This is an optimization exercise on Yosys and OpenROAD, whose aim is small area and a short achievable clock period, not a production implementation.
RTL that was checked went through simulation tests only; none was proved equivalent to the original.
Power figures rest on the tool's default switching activity, not on a simulated workload.

04-02:
## normal_reorder_buffer
module normal_reorder_buffer #(
  parameter int WIDTH    = 16,
  parameter int Q_BITS   = 8,
  parameter int TAG_BITS = 5
) (
  input  logic                  clk,
  input  logic                  reset,
  input  logic                  alloc_req,
  output logic                  alloc_gnt,
  output logic [TAG_BITS-1:0]   alloc_tag,
  input  logic                  wr_valid,
  input  logic [TAG_BITS-1:0]   wr_tag,
  input  logic [3*WIDTH-1:0]    wr_data,    
  output logic                  out_valid,
  input  logic                  out_ready,
  output logic [3*WIDTH-1:0]    out_data,   
  output logic [TAG_BITS-1:0]   out_tag,
  output logic [TAG_BITS:0]     count,
  output logic                  full,
  output logic                  err
);
Size in the first run: ~3500 cells after synthesis, about 130 I/O pins, ~62000 µm² of cells after synthesis.
==> module normal_reorder_buffer, before the edit <==
module normal_reorder_buffer #(
  parameter int WIDTH    = 16,
  parameter int Q_BITS   = 8,
  parameter int TAG_BITS = 5
) (
  input  logic                  clk,
  input  logic                  reset,
  input  logic                  alloc_req,
  output logic                  alloc_gnt,
  output logic [TAG_BITS-1:0]   alloc_tag,
  input  logic                  wr_valid,
  input  logic [TAG_BITS-1:0]   wr_tag,
  input  logic [3*WIDTH-1:0]    wr_data,    
  output logic                  out_valid,
  input  logic                  out_ready,
  output logic [3*WIDTH-1:0]    out_data,   
  output logic [TAG_BITS-1:0]   out_tag,
  output logic [TAG_BITS:0]     count,
  output logic                  full,
  output logic                  err
);
  localparam int DEPTH = 1 << TAG_BITS;
  localparam int CW    = TAG_BITS + 1;
  localparam int DW    = 3 * WIDTH;
  logic [TAG_BITS-1:0] head_q, tail_q;
  logic [DEPTH-1:0]    sel1_q;          
  logic [CW-1:0]       cnt_q;
  logic [DEPTH-1:0]    done_q;
  logic [DEPTH-1:0]    pend_q;          
  logic                err_q;
  logic [DW-1:0]       mem [DEPTH];
  logic                ov_q;
  logic [DW-1:0]       od_q;
  logic [TAG_BITS-1:0] head_p1;
  logic                wr_ok, gnt, retire;
  logic [DEPTH-1:0]    head_oh, hp1, wr_dec, tail_dec, done_n, sel1_n;
  logic                nxt_done, pw0, pw1, pw, hold, valid_n;
  logic [DW-1:0]       rd1, data_n;
  assign wr_ok    = wr_valid & pend_q[wr_tag];
  assign gnt      = alloc_req & ~cnt_q[CW-1] & ~reset;
  assign retire   = ov_q & out_ready;
  assign head_p1  = head_q + 1'b1;
  always_comb begin
    for (int i = 0; i < DEPTH; i++) begin
      hp1[i]     = (head_p1 == TAG_BITS'(i));
      head_oh[i] = (head_q == TAG_BITS'(i));
      wr_dec[i]  = (wr_tag == TAG_BITS'(i));
      tail_dec[i] = (tail_q == TAG_BITS'(i));
    end
  end
  assign nxt_done = |sel1_q;
  always_comb begin
    rd1 = '0;
    for (int i = 0; i < DEPTH; i++)
      rd1 = rd1 | ({DW{sel1_q[i]}} & mem[i]);
  end
  assign pw0 = wr_ok & (wr_tag == head_q);
  assign pw1 = wr_ok & (wr_tag == head_p1);
  assign hold    = ov_q & ~out_ready;
  assign pw      = retire ? pw1 : pw0;
  assign valid_n = retire ? (nxt_done | pw1) : (ov_q | pw0);
  assign data_n  = ({DW{retire}} & rd1) | ({DW{hold}} & od_q) | ({DW{pw}} & wr_data);
  assign alloc_gnt = gnt;
  assign alloc_tag = tail_q;
  assign out_valid = ov_q;
  assign out_data  = od_q;
  assign out_tag   = ov_q ? head_q : '0;
  assign count     = cnt_q;
  assign full      = cnt_q[CW-1];
  assign err       = err_q;
  always_ff @(posedge clk or posedge reset) begin
    if (reset) begin
      head_q <= '0;
      tail_q <= '0;
      cnt_q  <= '0;
      err_q  <= 1'b0;
      ov_q   <= 1'b0;
      od_q   <= '0;
    end else begin
      if (gnt) tail_q <= tail_q + 1'b1;
      if (retire) head_q <= head_p1;
      cnt_q <= cnt_q + CW'(gnt) - CW'(retire);
      err_q <= wr_valid & ~wr_ok;
      ov_q  <= valid_n;
      od_q  <= data_n;
    end
  end
  always_comb begin
    for (int i = 0; i < DEPTH; i++) begin
      done_n[i] = pend_q[i] ? (wr_valid & wr_dec[i]) : (done_q[i] & ~(retire & head_oh[i]));
      sel1_n[i] = done_n[i] & (retire ? hp1[(i + DEPTH - 1) % DEPTH] : hp1[i]);
    end
  end
  always_ff @(posedge clk or posedge reset) begin
    if (reset) begin
      done_q <= '0;
      pend_q <= '0;
      sel1_q <= '0;
    end else begin
      done_q <= done_n;
      sel1_q <= sel1_n;
      for (int i = 0; i < DEPTH; i++) begin
        if (pend_q[i]) begin
          if (wr_valid && wr_dec[i]) pend_q[i] <= 1'b0;
        end else if (!done_q[i]) begin
          if (gnt && tail_dec[i]) pend_q[i] <= 1'b1;
        end
      end
    end
  end
  always_ff @(posedge clk) begin
    for (int i = 0; i < DEPTH; i++)
      if (wr_valid && wr_dec[i] && !done_q[i]) mem[i] <= wr_data;
  end
endmodule
export LEC_CHECK = 0
export CAP_MARGIN = 20
export CORE_MARGIN = 2
export CORE_UTILIZATION = 65
export CTS_CLUSTER_DIAMETER = 70
export CTS_CLUSTER_SIZE = 24
export SETUP_SLACK_MARGIN = 2.4
export SLEW_MARGIN = 20
create_clock -name core_clock -period 4.5 [get_ports {clk}]
run.sh (not shown) runs the stock make flow with config.mk's settings and CLKGATE_MAP_FILE= SYNTH_SCRIPT=/design/flow/synth_recipe.tcl, a recipe that flattens the netlist after the stock synthesis.
> inputs changed (04-02 -> 07-16)
--- a/flow/design.v
+++ b/flow/design.v
@@ -20,18 +20,18 @@
   output logic                  err
 );
   localparam int DEPTH = 1 << TAG_BITS;
   localparam int CW    = TAG_BITS + 1;
   localparam int DW    = 3 * WIDTH;
   logic [TAG_BITS-1:0] head_q, tail_q;
-  logic [DEPTH-1:0]    sel1_q;          
+  logic [DEPTH-1:0]    nsel1_q;         
   logic [CW-1:0]       cnt_q;
   logic [DEPTH-1:0]    done_q;
   logic [DEPTH-1:0]    pend_q;          
   logic                err_q;
-  logic [DW-1:0]       mem [DEPTH];
+  logic [DW-1:0]       nmem [DEPTH];    
   logic                ov_q;
   logic [DW-1:0]       od_q;
   logic [TAG_BITS-1:0] head_p1;
   logic                wr_ok, gnt, retire;
   logic [DEPTH-1:0]    head_oh, hp1, wr_dec, tail_dec, done_n, sel1_n;
   logic                nxt_done, pw0, pw1, pw, hold, valid_n;
@@ -45,17 +45,17 @@
       hp1[i]     = (head_p1 == TAG_BITS'(i));
       head_oh[i] = (head_q == TAG_BITS'(i));
       wr_dec[i]  = (wr_tag == TAG_BITS'(i));
       tail_dec[i] = (tail_q == TAG_BITS'(i));
     end
   end
-  assign nxt_done = |sel1_q;
+  assign nxt_done = ~&nsel1_q;
   always_comb begin
     rd1 = '0;
     for (int i = 0; i < DEPTH; i++)
-      rd1 = rd1 | ({DW{sel1_q[i]}} & mem[i]);
+      rd1 = rd1 | ~({DW{nsel1_q[i]}} | nmem[i]);
   end
   assign pw0 = wr_ok & (wr_tag == head_q);
   assign pw1 = wr_ok & (wr_tag == head_p1);
   assign hold    = ov_q & ~out_ready;
   assign pw      = retire ? pw1 : pw0;
   assign valid_n = retire ? (nxt_done | pw1) : (ov_q | pw0);
@@ -92,24 +92,24 @@
     end
   end
   always_ff @(posedge clk or posedge reset) begin
     if (reset) begin
       done_q <= '0;
       pend_q <= '0;
-      sel1_q <= '0;
+      nsel1_q <= '1;
     end else begin
       done_q <= done_n;
-      sel1_q <= sel1_n;
+      nsel1_q <= ~sel1_n;
       for (int i = 0; i < DEPTH; i++) begin
         if (pend_q[i]) begin
           if (wr_valid && wr_dec[i]) pend_q[i] <= 1'b0;
         end else if (!done_q[i]) begin
           if (gnt && tail_dec[i]) pend_q[i] <= 1'b1;
         end
       end
     end
   end
   always_ff @(posedge clk) begin
     for (int i = 0; i < DEPTH; i++)
-      if (wr_valid && wr_dec[i] && !done_q[i]) mem[i] <= wr_data;
+      if (wr_valid && wr_dec[i] && !done_q[i]) nmem[i] <= ~wr_data;
   end
 endmodule
--- outcome ---
Taking 04-02 as the reference, in 07-16 clock tree skew after final layout shows a reduction of 8.0 ps, wire length of the first global-routing pass grew by 5.4%, data arrival time of the critical path +80 ps. From 04-02 to 07-16 the numbers moved as follows: sequential area share after synthesis now larger; number of cells in the design after placement now larger; design area now larger; vertical die dimension now smaller.
No functional check of the RTL was part of 07-16.

* * *

Another version of the RTL of normal_reorder_buffer (not shown whole).
For scale: about 2800 cells after synthesis, roughly 63000 µm² of cells after synthesis.
==> module normal_reorder_buffer, before the edit <==
module normal_reorder_buffer #(
  parameter int WIDTH    = 16,
  parameter int Q_BITS   = 8,
  parameter int TAG_BITS = 5
) (
  input  logic                  clk,
  input  logic                  reset,
  input  logic                  alloc_req,
  output logic                  alloc_gnt,
  output logic [TAG_BITS-1:0]   alloc_tag,
  input  logic                  wr_valid,
  input  logic [TAG_BITS-1:0]   wr_tag,
  input  logic [3*WIDTH-1:0]    wr_data,    
  output logic                  out_valid,
  input  logic                  out_ready,
  output logic [3*WIDTH-1:0]    out_data,   
  output logic [TAG_BITS-1:0]   out_tag,
  output logic [TAG_BITS:0]     count,
  output logic                  full,
  output logic                  err
);
  localparam int DEPTH = 1 << TAG_BITS;
  localparam int CW    = TAG_BITS + 1;
  logic [TAG_BITS-1:0] head_q, tail_q;
  logic [CW-1:0]       cnt_q;
  logic [DEPTH-1:0]    alloc_q, done_q;
  logic                err_q;
  logic [3*WIDTH-1:0]  mem [DEPTH];
  logic gnt, retire, wr_ok, wr_bad, full_w, valid_w;
  assign full_w    = (cnt_q == CW'(DEPTH));
  assign gnt       = alloc_req & ~full_w & ~reset;
  assign valid_w   = alloc_q[head_q] & done_q[head_q];
  assign retire    = valid_w & out_ready;
  assign wr_ok     = wr_valid & alloc_q[wr_tag] & ~done_q[wr_tag];
  assign wr_bad    = wr_valid & ~wr_ok;
  assign alloc_gnt = gnt;
  assign alloc_tag = tail_q;
  assign out_valid = valid_w;
  assign out_data  = valid_w ? mem[head_q] : '0;
  assign out_tag   = valid_w ? head_q : '0;
  assign count     = cnt_q;
  assign full      = full_w;
  assign err       = err_q;
  always_ff @(posedge clk or posedge reset) begin
    if (reset) begin
      head_q <= '0;
      tail_q <= '0;
      cnt_q  <= '0;
      err_q  <= 1'b0;
    end else begin
      if (gnt)    tail_q <= tail_q + 1'b1;
      if (retire) head_q <= head_q + 1'b1;
      cnt_q <= cnt_q + CW'(gnt) - CW'(retire);
      err_q <= wr_bad;
    end
  end
  always_ff @(posedge clk or posedge reset) begin
    if (reset) begin
      alloc_q <= '0;
      done_q  <= '0;
    end else begin
      for (int i = 0; i < DEPTH; i++) begin
        if (gnt && tail_q == TAG_BITS'(i)) begin
          alloc_q[i] <= 1'b1;
          done_q[i]  <= 1'b0;
        end else if (retire && head_q == TAG_BITS'(i)) begin
          alloc_q[i] <= 1'b0;
          done_q[i]  <= 1'b0;
        end else if (wr_ok && wr_tag == TAG_BITS'(i)) begin
          done_q[i]  <= 1'b1;
        end
      end
    end
  end
  always_ff @(posedge clk) begin
    if (wr_ok) mem[wr_tag] <= wr_data;
  end
endmodule
make LEC_CHECK=0 CAP_MARGIN=20 CORE_MARGIN=2 CORE_UTILIZATION=45 SLEW_MARGIN=20 finish   # period 4.5 ns
Then changed:
==> flow/design.v (replaced) <==
module normal_reorder_buffer #(
  parameter int WIDTH    = 16,
  parameter int Q_BITS   = 8,
  parameter int TAG_BITS = 5
) (
  input  logic                  clk,
  input  logic                  reset,
  input  logic                  alloc_req,
  output logic                  alloc_gnt,
  output logic [TAG_BITS-1:0]   alloc_tag,
  input  logic                  wr_valid,
  input  logic [TAG_BITS-1:0]   wr_tag,
  input  logic [3*WIDTH-1:0]    wr_data,    
  output logic                  out_valid,
  input  logic                  out_ready,
  output logic [3*WIDTH-1:0]    out_data,   
  output logic [TAG_BITS-1:0]   out_tag,
  output logic [TAG_BITS:0]     count,
  output logic                  full,
  output logic                  err
);
  localparam int DEPTH = 1 << TAG_BITS;
  localparam int CW    = TAG_BITS + 1;
  localparam int DW    = 3 * WIDTH;
  logic [TAG_BITS-1:0] head_q, tail_q;
  logic [CW-1:0]       cnt_q;
  logic [DEPTH-1:0]    done_q;
  logic                err_q;
  logic [DW-1:0]       mem [DEPTH];
  logic [TAG_BITS-1:0] wr_off;
  logic                wr_alloc, wr_ok, gnt, retire, valid_w;
  logic [DEPTH-1:0]    head_dec, wr_dec, sel;
  assign wr_off   = wr_tag - head_q;
  assign wr_alloc = {1'b0, wr_off} < cnt_q;
  assign wr_ok    = wr_valid & wr_alloc & ~done_q[wr_tag];
  assign gnt      = alloc_req & ~cnt_q[CW-1] & ~reset;
  always_comb begin
    for (int i = 0; i < DEPTH; i++) begin
      head_dec[i] = (head_q == TAG_BITS'(i));
      wr_dec[i]   = (wr_tag == TAG_BITS'(i));
    end
  end
  assign sel     = head_dec & done_q;
  assign valid_w = |sel;
  assign retire  = valid_w & out_ready;
  always_comb begin
    out_data = '0;
    for (int i = 0; i < DEPTH; i++)
      out_data = out_data | ({DW{sel[i]}} & mem[i]);
  end
  assign alloc_gnt = gnt;
  assign alloc_tag = tail_q;
  assign out_valid = valid_w;
  assign out_tag   = valid_w ? head_q : '0;
  assign count     = cnt_q;
  assign full      = cnt_q[CW-1];
  assign err       = err_q;
  always_ff @(posedge clk or posedge reset) begin
    if (reset) begin
      head_q <= '0;
      tail_q <= '0;
      cnt_q  <= '0;
      err_q  <= 1'b0;
    end else begin
      if (gnt)    tail_q <= tail_q + 1'b1;
      if (retire) head_q <= head_q + 1'b1;
      cnt_q <= cnt_q + CW'(gnt) - CW'(retire);
      err_q <= wr_valid & ~wr_ok;
    end
  end
  always_ff @(posedge clk or posedge reset) begin
    if (reset) begin
      done_q <= '0;
    end else begin
      for (int i = 0; i < DEPTH; i++) begin
        if (done_q[i]) begin
          if (retire && head_dec[i]) done_q[i] <= 1'b0;
        end else begin
          if (wr_ok && wr_dec[i]) done_q[i] <= 1'b1;
        end
      end
    end
  end
  always_ff @(posedge clk) begin
    for (int i = 0; i < DEPTH; i++)
      if (wr_valid && wr_dec[i] && !done_q[i]) mem[i] <= wr_data;
  end
endmodule
Result:
- The changed run finished but failed the layout checks on negative setup slack
- power went down by 19%
- clock-buffer cell count went up by 9
- utilization went up by 1.3 points
- register-to-register slack gets worse by 0.48 ns
- hold slack gets worse by 0.053 ns
- die area went down by 9.1%
- final cell count went up by 2.3%
- worst setup slack gets worse by 0.14 ns
Function not checked in the second run of this note: the RTL went through the layout flow alone.

[afterwards: timing with drivers on the ports]
The results above use ideal ports. As a check the final layouts listed here were re-extracted and re-timed, cells and wires unchanged. Step 1 (the two cells are an assumption about what drives the block):
set clk [get_ports {clk}]
set_driving_cell -lib_cell sky130_fd_sc_hd__clkbuf_16 $clk
set_driving_cell -lib_cell sky130_fd_sc_hd__buf_2 [delete_from_list [all_inputs] $clk]
Step 2, shift: input delay + t, output delay - t, t = (earliest + latest rising clock arrival at the registers) / 2. This alone moves slack from input paths to output paths. a / b / c = ideal / step 1 / step 2; a / b = the first two.
run | t (ns) | setup WS [ns] | pins driven straight from the clock port
04-02 | 0.770 | 1.988 / 1.923 / 1.287 | 1
07-16 | 0.792 | 1.936 / 1.871 / 1.302 | 1
the first run of note 2 | 0.869 | 0.068 / -0.014 / -0.060 | 1
the second run of note 2 | 0.835 | -0.069 / -0.143 / 0.037 | 1
With both steps, setup timing fails in the first run of note 2, where it was met with ideal ports. For 04-02, which loses most, drivers alone change the setup slack by -0.065 ns; drivers and shift together by -0.701 ns.
